What follows belongs to an exercise in optimizing a design on an open flow for small area; a production flow would make more cautious choices. Function was checked by simulation only, so behaviour that the tests miss may differ from the original. Power is estimated from default activity; no workload was simulated.

[flow/config.mk]
export PLATFORM = sky130hd
export DESIGN_NAME = rename_core
export DESIGN_NICKNAME = rename_core
export VERILOG_FILES = /design/flow/design.v
export SDC_FILE = /design/flow/constraint.sdc
export NUM_CORES = 4
export LEC_CHECK = 0
export CAP_MARGIN = 20
export CORE_MARGIN = 2
export CORE_UTILIZATION = 40
export PLACE_DENSITY = 0.6
export SETUP_SLACK_MARGIN = 0.2
export SLEW_MARGIN = 20
[flow/constraint.sdc]
create_clock -name core_clock -period 7.0 [get_ports {clk}]
set_input_delay 1.4000 -clock core_clock [delete_from_list [all_inputs] [get_ports {clk}]]
set_output_delay 1.4000 -clock core_clock [all_outputs]
set_load 0.01 [all_outputs]
[flow/design.v]
package rename_pkg;
  localparam int num_lregs  = 32;   
  localparam int num_pregs  = 64;   
  localparam int rob_depth  = 16;
  localparam int free_depth = 32;   
  localparam int free_idx_w = $clog2(free_depth);
  localparam int free_cnt_w = free_idx_w + 1;
  localparam int rob_cnt_w  = $clog2(rob_depth) + 1;
  typedef logic [$clog2(num_lregs)-1:0] lreg_t;
  typedef logic [$clog2(num_pregs)-1:0] preg_t;
  typedef logic [$clog2(rob_depth)-1:0] rob_idx_t;
  typedef logic [5:0]                   opcode_t;
  localparam opcode_t op_rtype = 6'h00;   
  localparam opcode_t op_beq   = 6'h04;
  localparam opcode_t op_addi  = 6'h08;   
  localparam opcode_t op_lw    = 6'h23;   
  localparam opcode_t op_sw    = 6'h2b;
  typedef struct packed {
    opcode_t    opcode;
    lreg_t      rs;
    lreg_t      rt;
    lreg_t      rd;
    logic [4:0] shamt;
    logic [5:0] funct;
  } r_fields_t;
  typedef struct packed {
    opcode_t     opcode;
    lreg_t       rs;
    lreg_t       rt;    
    logic [15:0] imm;
  } i_fields_t;
  typedef union packed {
    r_fields_t r;
    i_fields_t i;
  } instr_u;
endpackage
module opcode_decoder (
  input  rename_pkg::opcode_t i_opcode,
  output logic                o_valid,
  output logic                o_write_rd,
  output logic                o_reg_dest,
  output logic                o_read_rs,
  output logic                o_read_rt
);
  always_comb begin
    o_valid    = 1'b0;
    o_write_rd = 1'b0;
    o_reg_dest = 1'b0;
    o_read_rs  = 1'b0;
    o_read_rt  = 1'b0;
    case (i_opcode)
      rename_pkg::op_rtype: begin
        o_valid    = 1'b1;
        o_write_rd = 1'b1;   
        o_reg_dest = 1'b1;
        o_read_rs  = 1'b1;
        o_read_rt  = 1'b1;
      end
      rename_pkg::op_addi,
      rename_pkg::op_lw: begin
        o_valid    = 1'b1;
        o_reg_dest = 1'b1;   
        o_read_rs  = 1'b1;
      end
      rename_pkg::op_sw,
      rename_pkg::op_beq: begin
        o_valid   = 1'b1;
        o_read_rs = 1'b1;
        o_read_rt = 1'b1;
      end
      default: begin
        o_valid = 1'b0;
      end
    endcase
  end
endmodule
module map_table (
  input  logic              clk,
  input  logic              rst,
  input  logic              i_accept,
  input  logic              i_reg_dest,
  input  rename_pkg::lreg_t i_lrs,
  input  rename_pkg::lreg_t i_lrt,
  input  rename_pkg::lreg_t i_lrd,
  input  rename_pkg::preg_t i_p_rd_new,
  input  logic              i_compl_set,
  input  rename_pkg::preg_t i_compl_preg,
  input  logic              i_restore,
  input  rename_pkg::lreg_t i_restore_lrd,
  input  rename_pkg::preg_t i_restore_preg,
  output rename_pkg::preg_t o_p_rs,
  output rename_pkg::preg_t o_p_rt,
  output rename_pkg::preg_t o_p_rd_old,
  output logic              o_rs_ready,
  output logic              o_rt_ready
);
  rename_pkg::preg_t                  map [rename_pkg::num_lregs];
  logic [rename_pkg::num_pregs-1:0]   ready;
  logic rename_en;
  assign rename_en = i_accept && i_reg_dest;
  assign o_p_rs     = map[i_lrs];
  assign o_p_rt     = map[i_lrt];
  assign o_p_rd_old = map[i_lrd];   
  assign o_rs_ready = ready[o_p_rs];
  assign o_rt_ready = ready[o_p_rt];
  always_ff @(posedge clk or negedge rst) begin
    if (!rst) begin
      for (int i = 0; i < rename_pkg::num_lregs; i++) begin
        map[i] <= rename_pkg::preg_t'(i);   
      end
    end else begin
      if (rename_en) begin
        map[i_lrd] <= i_p_rd_new;
      end
      if (i_restore) begin
        map[i_restore_lrd] <= i_restore_preg;
      end
    end
  end
  always_ff @(posedge clk or negedge rst) begin
    if (!rst) begin
      ready <= '1;
    end else begin
      if (rename_en) begin
        ready[i_p_rd_new] <= 1'b0;   
      end
      if (i_compl_set) begin
        ready[i_compl_preg] <= 1'b1;
      end
    end
  end
endmodule
module free_list (
  input  logic              clk,
  input  logic              rst,
  input  logic              i_pop,
  input  logic              i_push,
  input  rename_pkg::preg_t i_push_preg,
  output rename_pkg::preg_t o_head,
  output logic              o_empty
);
  rename_pkg::preg_t                    fifo [rename_pkg::free_depth];
  logic [rename_pkg::free_idx_w-1:0]    head;
  logic [rename_pkg::free_idx_w-1:0]    tail;
  logic [rename_pkg::free_cnt_w-1:0]    count;
  logic do_pop;
  assign do_pop  = i_pop && !o_empty;
  assign o_head  = fifo[head];
  assign o_empty = (count == '0);
  always_ff @(posedge clk or negedge rst) begin
    if (!rst) begin
      for (int i = 0; i < rename_pkg::free_depth; i++) begin
        fifo[i] <= rename_pkg::preg_t'(rename_pkg::num_lregs + i);
      end
    end else if (i_push) begin
      fifo[tail] <= i_push_preg;
    end
  end
  always_ff @(posedge clk or negedge rst) begin
    if (!rst) begin
      head <= '0;
      tail <= '0;   
    end else begin
      if (do_pop) begin
        head <= head + 1'b1;
      end
      if (i_push) begin
        tail <= tail + 1'b1;
      end
    end
  end
  always_ff @(posedge clk or negedge rst) begin
    if (!rst) begin
      count <= rename_pkg::free_cnt_w'(rename_pkg::free_depth);
    end else begin
      case ({do_pop, i_push})
        2'b10:   count <= count - 1'b1;
        2'b01:   count <= count + 1'b1;
        default: count <= count;   
      endcase
    end
  end
endmodule
module reorder_buffer (
  input  logic                 clk,
  input  logic                 rst,
  input  logic                 i_dispatch,
  input  logic                 i_valid_op,
  input  logic                 i_reg_dest,
  input  logic                 i_free_empty,
  input  rename_pkg::lreg_t    i_lrd,
  input  rename_pkg::preg_t    i_p_rd_new,
  input  rename_pkg::preg_t    i_p_rd_old,
  input  logic                 i_complete,
  input  logic                 i_mispredict,
  input  rename_pkg::rob_idx_t i_compl_rob,
  output logic                 o_accept,
  output logic                 o_stall,
  output rename_pkg::rob_idx_t o_rob_num,
  output logic                 o_compl_set,
  output rename_pkg::preg_t    o_compl_preg,
  output logic                 o_retire,
  output rename_pkg::lreg_t    o_retire_lrd,
  output rename_pkg::preg_t    o_retire_p_rd,
  output logic                 o_free_push,
  output rename_pkg::preg_t    o_free_preg,
  output logic                 o_restore,
  output rename_pkg::lreg_t    o_restore_lrd,
  output rename_pkg::preg_t    o_restore_preg
);
  logic [rename_pkg::rob_depth-1:0] dest;
  logic [rename_pkg::rob_depth-1:0] done;
  rename_pkg::lreg_t                lrd   [rename_pkg::rob_depth];
  rename_pkg::preg_t                p_old [rename_pkg::rob_depth];
  rename_pkg::preg_t                p_new [rename_pkg::rob_depth];
  rename_pkg::rob_idx_t             head;
  rename_pkg::rob_idx_t             tail;
  rename_pkg::rob_idx_t             tail_m1;   
  logic [rename_pkg::rob_cnt_w-1:0] count;
  logic [rename_pkg::rob_cnt_w-1:0] count_nxt;
  logic                 rec_active;
  rename_pkg::rob_idx_t rec_target;   
  logic                 walk;
  logic                 full;
  assign tail_m1 = tail - 1'b1;
  assign full    = (count == rename_pkg::rob_cnt_w'(rename_pkg::rob_depth));
  assign walk    = rec_active && (tail != rec_target);
  assign o_stall   = full || walk || (i_reg_dest && i_free_empty);
  assign o_accept  = i_dispatch && i_valid_op && !o_stall;
  assign o_rob_num = tail;
  assign o_compl_set  = i_complete && dest[i_compl_rob];
  assign o_compl_preg = p_new[i_compl_rob];
  assign o_retire      = (count != '0) && done[head] && !rec_active;
  assign o_retire_lrd  = lrd[head];
  assign o_retire_p_rd = p_new[head];
  assign o_restore      = walk && dest[tail_m1];
  assign o_restore_lrd  = lrd[tail_m1];
  assign o_restore_preg = p_old[tail_m1];
  assign o_free_push = walk ? dest[tail_m1] : (o_retire && dest[head]);
  assign o_free_preg = walk ? p_new[tail_m1] : p_old[head];
  always_comb begin
    count_nxt = count;
    if (o_accept) count_nxt = count_nxt + 1'b1;
    if (o_retire) count_nxt = count_nxt - 1'b1;
    if (walk)     count_nxt = count_nxt - 1'b1;
  end
  always_ff @(posedge clk or negedge rst) begin
    if (!rst) begin
      head  <= '0;
      tail  <= '0;
      count <= '0;
    end else begin
      count <= count_nxt;
      if (o_accept) tail <= tail + 1'b1;
      if (walk)     tail <= tail_m1;
      if (o_retire) head <= head + 1'b1;
    end
  end
  always_ff @(posedge clk or negedge rst) begin
    if (!rst) begin
      rec_active <= 1'b0;
      rec_target <= '0;
    end else if (i_complete && i_mispredict && !rec_active) begin
      rec_active <= 1'b1;
      rec_target <= i_compl_rob + 1'b1;   
    end else if (rec_active && (!walk || tail_m1 == rec_target)) begin
      rec_active <= 1'b0;   
    end
  end
  always_ff @(posedge clk or negedge rst) begin
    if (!rst) begin
      dest <= '0;
      done <= '0;
    end else begin
      if (o_accept) begin
        dest[tail] <= i_reg_dest;
        done[tail] <= 1'b0;
      end
      if (i_complete) begin
        done[i_compl_rob] <= 1'b1;
      end
    end
  end
  always_ff @(posedge clk) begin
    if (o_accept) begin
      lrd[tail]   <= i_lrd;
      p_old[tail] <= i_p_rd_old;
      p_new[tail] <= i_p_rd_new;
    end
  end
endmodule
module rename_core (
  input  logic                 clk,
  input  logic                 rst,
  input  logic                 i_dispatch,
  input  rename_pkg::instr_u   i_instr,
  input  logic                 i_complete,
  input  logic                 i_compl_mispredict,
  input  rename_pkg::rob_idx_t i_compl_rob,
  output logic                 o_stall,
  output rename_pkg::rob_idx_t o_rob_num,
  output rename_pkg::preg_t    o_p_rs,
  output rename_pkg::preg_t    o_p_rt,
  output rename_pkg::preg_t    o_p_rd_new,
  output logic                 o_rs_ready,
  output logic                 o_rt_ready,
  output logic                 o_retire,
  output rename_pkg::lreg_t    o_retire_lrd,
  output rename_pkg::preg_t    o_retire_p_rd
);
  logic valid_op, write_rd, reg_dest, read_rs, read_rt;
  rename_pkg::lreg_t l_rd;
  logic              rs_ready_map, rt_ready_map;
  rename_pkg::preg_t p_rd_old;
  rename_pkg::preg_t free_head;
  logic              free_empty;
  logic              accept;
  logic              compl_set, free_push, restore;
  rename_pkg::preg_t compl_preg, free_preg, restore_preg;
  rename_pkg::lreg_t restore_lrd;
  opcode_decoder i_opcode_decoder (
    .i_opcode   (i_instr.r.opcode),
    .o_valid    (valid_op),
    .o_write_rd (write_rd),
    .o_reg_dest (reg_dest),
    .o_read_rs  (read_rs),
    .o_read_rt  (read_rt)
  );
  assign l_rd = write_rd ? i_instr.r.rd : i_instr.i.rt;
  assign o_p_rd_new = free_head;
  assign o_rs_ready = rs_ready_map || !read_rs;
  assign o_rt_ready = rt_ready_map || !read_rt;
  map_table i_map_table (
    .clk            (clk),
    .rst            (rst),
    .i_accept       (accept),
    .i_reg_dest     (reg_dest),
    .i_lrs          (i_instr.r.rs),
    .i_lrt          (i_instr.r.rt),
    .i_lrd          (l_rd),
    .i_p_rd_new     (free_head),
    .i_compl_set    (compl_set),
    .i_compl_preg   (compl_preg),
    .i_restore      (restore),
    .i_restore_lrd  (restore_lrd),
    .i_restore_preg (restore_preg),
    .o_p_rs         (o_p_rs),
    .o_p_rt         (o_p_rt),
    .o_p_rd_old     (p_rd_old),
    .o_rs_ready     (rs_ready_map),
    .o_rt_ready     (rt_ready_map)
  );
  free_list i_free_list (
    .clk         (clk),
    .rst         (rst),
    .i_pop       (accept && reg_dest),
    .i_push      (free_push),
    .i_push_preg (free_preg),
    .o_head      (free_head),
    .o_empty     (free_empty)
  );
  reorder_buffer i_reorder_buffer (
    .clk            (clk),
    .rst            (rst),
    .i_dispatch     (i_dispatch),
    .i_valid_op     (valid_op),
    .i_reg_dest     (reg_dest),
    .i_free_empty   (free_empty),
    .i_lrd          (l_rd),
    .i_p_rd_new     (free_head),
    .i_p_rd_old     (p_rd_old),
    .i_complete     (i_complete),
    .i_mispredict   (i_compl_mispredict),
    .i_compl_rob    (i_compl_rob),
    .o_accept       (accept),
    .o_stall        (o_stall),
    .o_rob_num      (o_rob_num),
    .o_compl_set    (compl_set),
    .o_compl_preg   (compl_preg),
    .o_retire       (o_retire),
    .o_retire_lrd   (o_retire_lrd),
    .o_retire_p_rd  (o_retire_p_rd),
    .o_free_push    (free_push),
    .o_free_preg    (free_preg),
    .o_restore      (restore),
    .o_restore_lrd  (restore_lrd),
    .o_restore_preg (restore_preg)
  );
endmodule
[flow/run.sh]
#!/bin/bash
# synth_recipe.tcl (not shown) runs the flow's synth.tcl, then flattens the netlist and writes it again
# the make line also repeats each setting of config.mk as NAME=value (left out here)
make -C /OpenROAD-flow-scripts/flow DESIGN_CONFIG=/design/flow/config.mk WORK_HOME=/design/flow/orfs CLKGATE_MAP_FILE= SYNTH_SCRIPT=/design/flow/synth_recipe.tcl finish
==> PnR_summary.wiki <==
{| class="wikitable"
! Metric !! Value
|-
| Outcome || timing/DRC/antenna clean
|-
| Crit-path most repeated cell || sky130_fd_sc_hd__mux2i_1
|-
| Total Routed Length || 222 mm
|-
| Avg Vias per Cell || roughly 6.7
|-
| RSZ-0062 raised after global routing || false
|-
| Share of synthesized area occupied by flip-flops and latches || 46.6%
|-
| Critical path's slowest cell || sky130_fd_sc_hd__mux2i_1
|-
| Number of maximum-capacitance violations || 0
|-
| Largest delay contributor family on the critical path || compound AO/OA/AOI/OAI gates
|-
| HPWL after detailed placement || 161 mm
|-
| Distinct cell type count of the synthesized netlist || 116
|-
| Top achievable clock speed || 149 MHz
|-
| Number of routed nets with antenna violations || 0
|-
| Depth of the worst register-to-register path || 10
|-
| Setup-failing EPs final || 0
|-
| Transition time of the tightest slew-check pin || 1.11 ns
|-
| Final #Nets || around 4400
|-
| Most common cell after layout, fill and taps aside || sky130_fd_sc_hd__nor2_1
|-
| Y dimension of the die || 343 um
|-
| Die ar. || about 120000 sq um
|-
| Commonest non-fill, non-tap cells in the layout || 368 x sky130_fd_sc_hd__nor2_1, 328 x sky130_fd_sc_hd__nand2_1, 296 x sky130_fd_sc_hd__buf_4
|-
| Initial antenna violation count || 17
|-
| Worst Hold Path Cells || 1
|-
| Hold wc startpoint || i_reorder_buffer.done[0]
|-
| Post-Synthesis Cell Area || 45800 sq um
|-
| Data arrival time of the worst path || 5.30 ns
|-
| Commonest register cell after synthesis || sky130_fd_sc_hd__edfxtp_1
|-
| Crit. End Element || output port
|-
| Reg power frac || just under 30%
|-
| Number of failing hold endpoints at the final stage || 0
|-
| Crit path required time || 5.60 ns
|-
| Worst max-slew margin expressed relative to the limit || 25.7%
|-
| Clock-pin slew on the worst setup and hold paths || 0.06 ns
|-
| Final design instance area without fill || approximately 53000 sq um
|-
| Proportion of register bits with asynchronous set or reset after synthesis || 65.4%
|-
| Number of buffer cells added on primary ports || 66
|-
| Net switching power figure || 8.17 mW
|-
| Crit path depth || 14
|-
| Number of cells in the finished layout apart from fillers || just under 6000
|-
| Worst setup skew after layout || 0.0443 ns
|-
| Largest area contributor in the netlist || sky130_fd_sc_hd__edfxtp_1
|-
| Yosys synthesis warning count || 6
|-
| Worst-Skew Late Latency || 0.71 ns
|-
| Net switching share of the total power || 44.0%
|-
| Combinational share of power || 44.1%
|-
| Overall via count from detail_route || 39677
|-
| FF-to-FF Start || i_reorder_buffer.tail[0]
|-
| Worst setup slack for register-to-register paths || approximately 1.3 ns
|-
| Crit Path Max Fanout || 31
|-
| Clock tree from TritonCTS || built
|-
| Buffer cell driving the clock tree root || sky130_fd_sc_hd__clkbuf_16
|-
| Via count of the first global-routing pass || 37647
|-
| DR WL/cell || 37.3 um
|-
| Crit share post-route || 95.7%
|-
| Pre-antenna DRT Iters || 8
|-
| Congestion Overflow GR || 0
|-
| Worst Path Buf+Inv || 3
|-
| Number of top-level pins || 78
|-
| Fill cells || 10569
|-
| Cell area reported after detailed placement || 49600 sq um
|-
| Critical path cell sequence || buf_2 -> buf_12 -> mux2i_1 -> o21ai_0 -> nand3_1 -> o221ai_1 -> o32ai_4 -> mux2i_1 -> a211oi_1 -> a311oi_2 -> nor2_1 -> or3_1 -> a211o_1 -> clkdlybuf4s50_1
|-
| Worst-case vdd ir drop || between 0.4 and 0.5 mV
|-
| Placed cells || between 5000 and 6000
|-
| Number of max-slew violations in the final report || 0
|-
| Worst hold path class || flip-flop to flip-flop
|-
| Power per standard cell area || 351 nW/um^2
|-
| Clock net sink count || 786
|-
| Minimum clock period after layout || approximately 6.7 ns
|-
| Iter 0 DRT Violations || roughly 5300
|-
| DRC violations left || 0
|-
| Number of placement rows || 124
|-
| GRT Overall Usage || 37.4%
|-
| CP Class || input port to output port
|-
| Initial Utilization || 40.2%
|-
| Total nets after synthesis || 4315
|-
| RD Place Congestion || about 1.1
|-
| Mean cell area of the mapped netlist || 10.8 sq um
|-
| Worst hold path endpoint || i_reorder_buffer.done[0]
|-
| Largest stage delay on the critical path || 0.54 ns
|-
| Area of the multi-input gates || around 23000 sq um
|-
| Cell count after synthesis || 4235
|-
| Proportion of layout cells with a drive suffix above 1 || 25.9%
|-
| Pin count of the biggest net entering global routing || 144
|-
| Total Power Consumption || between 15 and 20 mW
|-
| Kind of start point of the critical path || input port
|-
| Flops & latches, synth || 786
|-
| Global-route wire length before repair || 308 mm
|-
| Count of flip-flops with a built-in enable after synthesis || 272
|-
| Die width || 343 um
|-
| Clock buffer count from CTS || 90
|-
| Top area cells in the synthesized netlist || sky130_fd_sc_hd__edfxtp_1 18%, sky130_fd_sc_hd__dfstp_2 15%, sky130_fd_sc_hd__dfrtp_1 14%
|-
| Static Leakage || 20.2 nW
|-
| Maximum clock insertion buffer count || 3
|-
| CORE AREA || approximately 110000 sq um
|-
| Depth of the CTS H-tree || 3
|-
| End of the worst register-to-register path || i_map_table.map[9][2]
|-
| Power Internal || 10.4 mW
|-
| Storage element area || 21400 sq um
|-
| Area Overhead vs Synth || 15.4%
|-
| Clock share of power || 26.8%
|-
| Area fraction of the dominant cell type after synthesis || approximately 18%
|}
==> cell type report <==
class                   instances  area share, %
diodes                          8         0.0379
clock buffers                 124           4.81
flip-flops and latches        786           40.4
well taps                    1512           3.58
repair buffers                381           6.12
clock inverters                45           1.02
multi-input cells            3032           43.6
inverters                      59          0.419
==> layer usage <==
metal / vias up / wire length (um) / track usage (%)
met5: - / 77 / 0
met4: 12 / 12700 / 18.1
met3: 448 / 18800 / 6.60
met2: 2176 / 95900 / 55.4
met1: 20449 / 94100 / 53.0
li1: 16592 / - / -
==> logic make-up (layout without fill, tap and decap cells) <==
| kind of cell | count (synthesis) | count (layout) | share of synthesized area, % |
|---|---|---|---|
| compound gates | 1213 | 1213 | 18.8 |
| xor+xnor | 46 | 46 | 0.953 |
| fa+ha+maj | 39 | 39 | 1.08 |
| buf+inv | 417 | 609 | 3.85 |
| flops | 786 | 786 | 46.6 |
| mux | 469 | 469 | 15.2 |
| other cells | 0 | 8 | 0 |
| simple gates | 1265 | 1265 | 13.6 |
==> worst max-delay path by stage <==
stage                                   startpoint              endpoint
after global routing                   i_instr[22]            o_rs_ready
after global placement                 i_instr[16]            o_rt_ready
after detailed placement               i_instr[21]            o_rs_ready
after floorplan           i_reorder_buffer.tail[0]  i_free_list.count[5]
after CTS                              i_instr[21]            o_rs_ready
final                                  i_instr[22]            o_rs_ready
==> through the flow <==
step                      utilization (%)  worst slack (ns)  hold WS (ns)  TNS (ns)
after global placement               43.5            -0.107         0.478    -0.177
after detailed placement             43.5           -0.0620         0.485   -0.0966
final                                46.4             0.302         0.497         0
after global routing                 46.4             0.219         0.508         0
after CTS                            46.3             0.216         0.498         0
after floorplan                         -              1.21         0.461         0
==> power groups by stage <==
stage	clock [mW]	combinational (mW)	sequential, mW
3_5_place_dp	0	7.99	5.47
3_3_place_gp	0	7.94	5.47
5_1_grt	5.23	8.39	5.42
4_1_cts	5.04	8.01	5.39
6_report	4.97	8.18	5.40
2_1_floorplan	0	4.50	5.23
==> timing repair <==
| action | CTS | global route |
|---|---|---|
| setup buffers | 0 | 0 |
| endpoints found under the hold margin | 0 | 0 |
| gates resized for setup | 16 | 16 |
| setup endpoints to repair | 2 | 2 |
| pin swaps | 0 | 3 |
| cloned | 1 | 0 |
| hold buffers | 0 | 0 |
==> synthesized netlist by cell type, types with 113 or more instances <==
master	count
sky130_fd_sc_hd__nand2_1	328
sky130_fd_sc_hd__mux2i_1	172
sky130_fd_sc_hd__o21ai_0	114
sky130_fd_sc_hd__mux4_2	167
sky130_fd_sc_hd__a31oi_1	176
sky130_fd_sc_hd__a21oi_1	225
sky130_fd_sc_hd__nor2_1	380
sky130_fd_sc_hd__mux2_2	128
sky130_fd_sc_hd__dfrtp_1	257
sky130_fd_sc_hd__clkbuf_1	222
sky130_fd_sc_hd__edfxtp_1	272
sky130_fd_sc_hd__a211oi_1	172
sky130_fd_sc_hd__dfstp_2	257
sky130_fd_sc_hd__a22o_1	153
sky130_fd_sc_hd__nor2b_1	113
==> state kept, by name, indices dropped and copies added (netlist names) <==
signal and cells:
i_reorder_buffer.p_new 96, i_reorder_buffer.tail 4, i_free_list.tail 5, i_reorder_buffer.rec_active 1, i_reorder_buffer.rec_target 4, i_reorder_buffer.count 5, i_reorder_buffer.p_old 96, i_reorder_buffer.head 4
i_map_table.ready 64, i_free_list.count 6, i_free_list.head 5, i_free_list.fifo 192, i_reorder_buffer.dest 16, i_reorder_buffer.done 16, i_reorder_buffer.lrd 80, i_map_table.map 192

[port drivers added, routing unchanged]
The flow's constraints put no driver on any port. The routed layout listed below was extracted and timed again, unchanged, in two steps. Step 1: set_driving_cell puts a clkbuf_16 on clk and a buf_2 on each other input, an assumption about the parent block. Step 2 adds t to the input delays and takes it off the output delays; t is the mean of the earliest and latest rising clock arrival at the registers after step 1. Input paths then give back, and output paths get back, about the clock's delay inside the block. Slacks: ideal / step 1 / step 2; pairs: ideal / step 1.
t (ns): 0.770
slack for setup (ns): 0.302 / 0.282 / 0.282
worst hold slack (ns): 0.497 / 0.497 / 0.497
After both steps this run still meets setup and hold. The setup slack of this run moves by -0.020 ns with the drivers and by -0.020 ns with both steps.
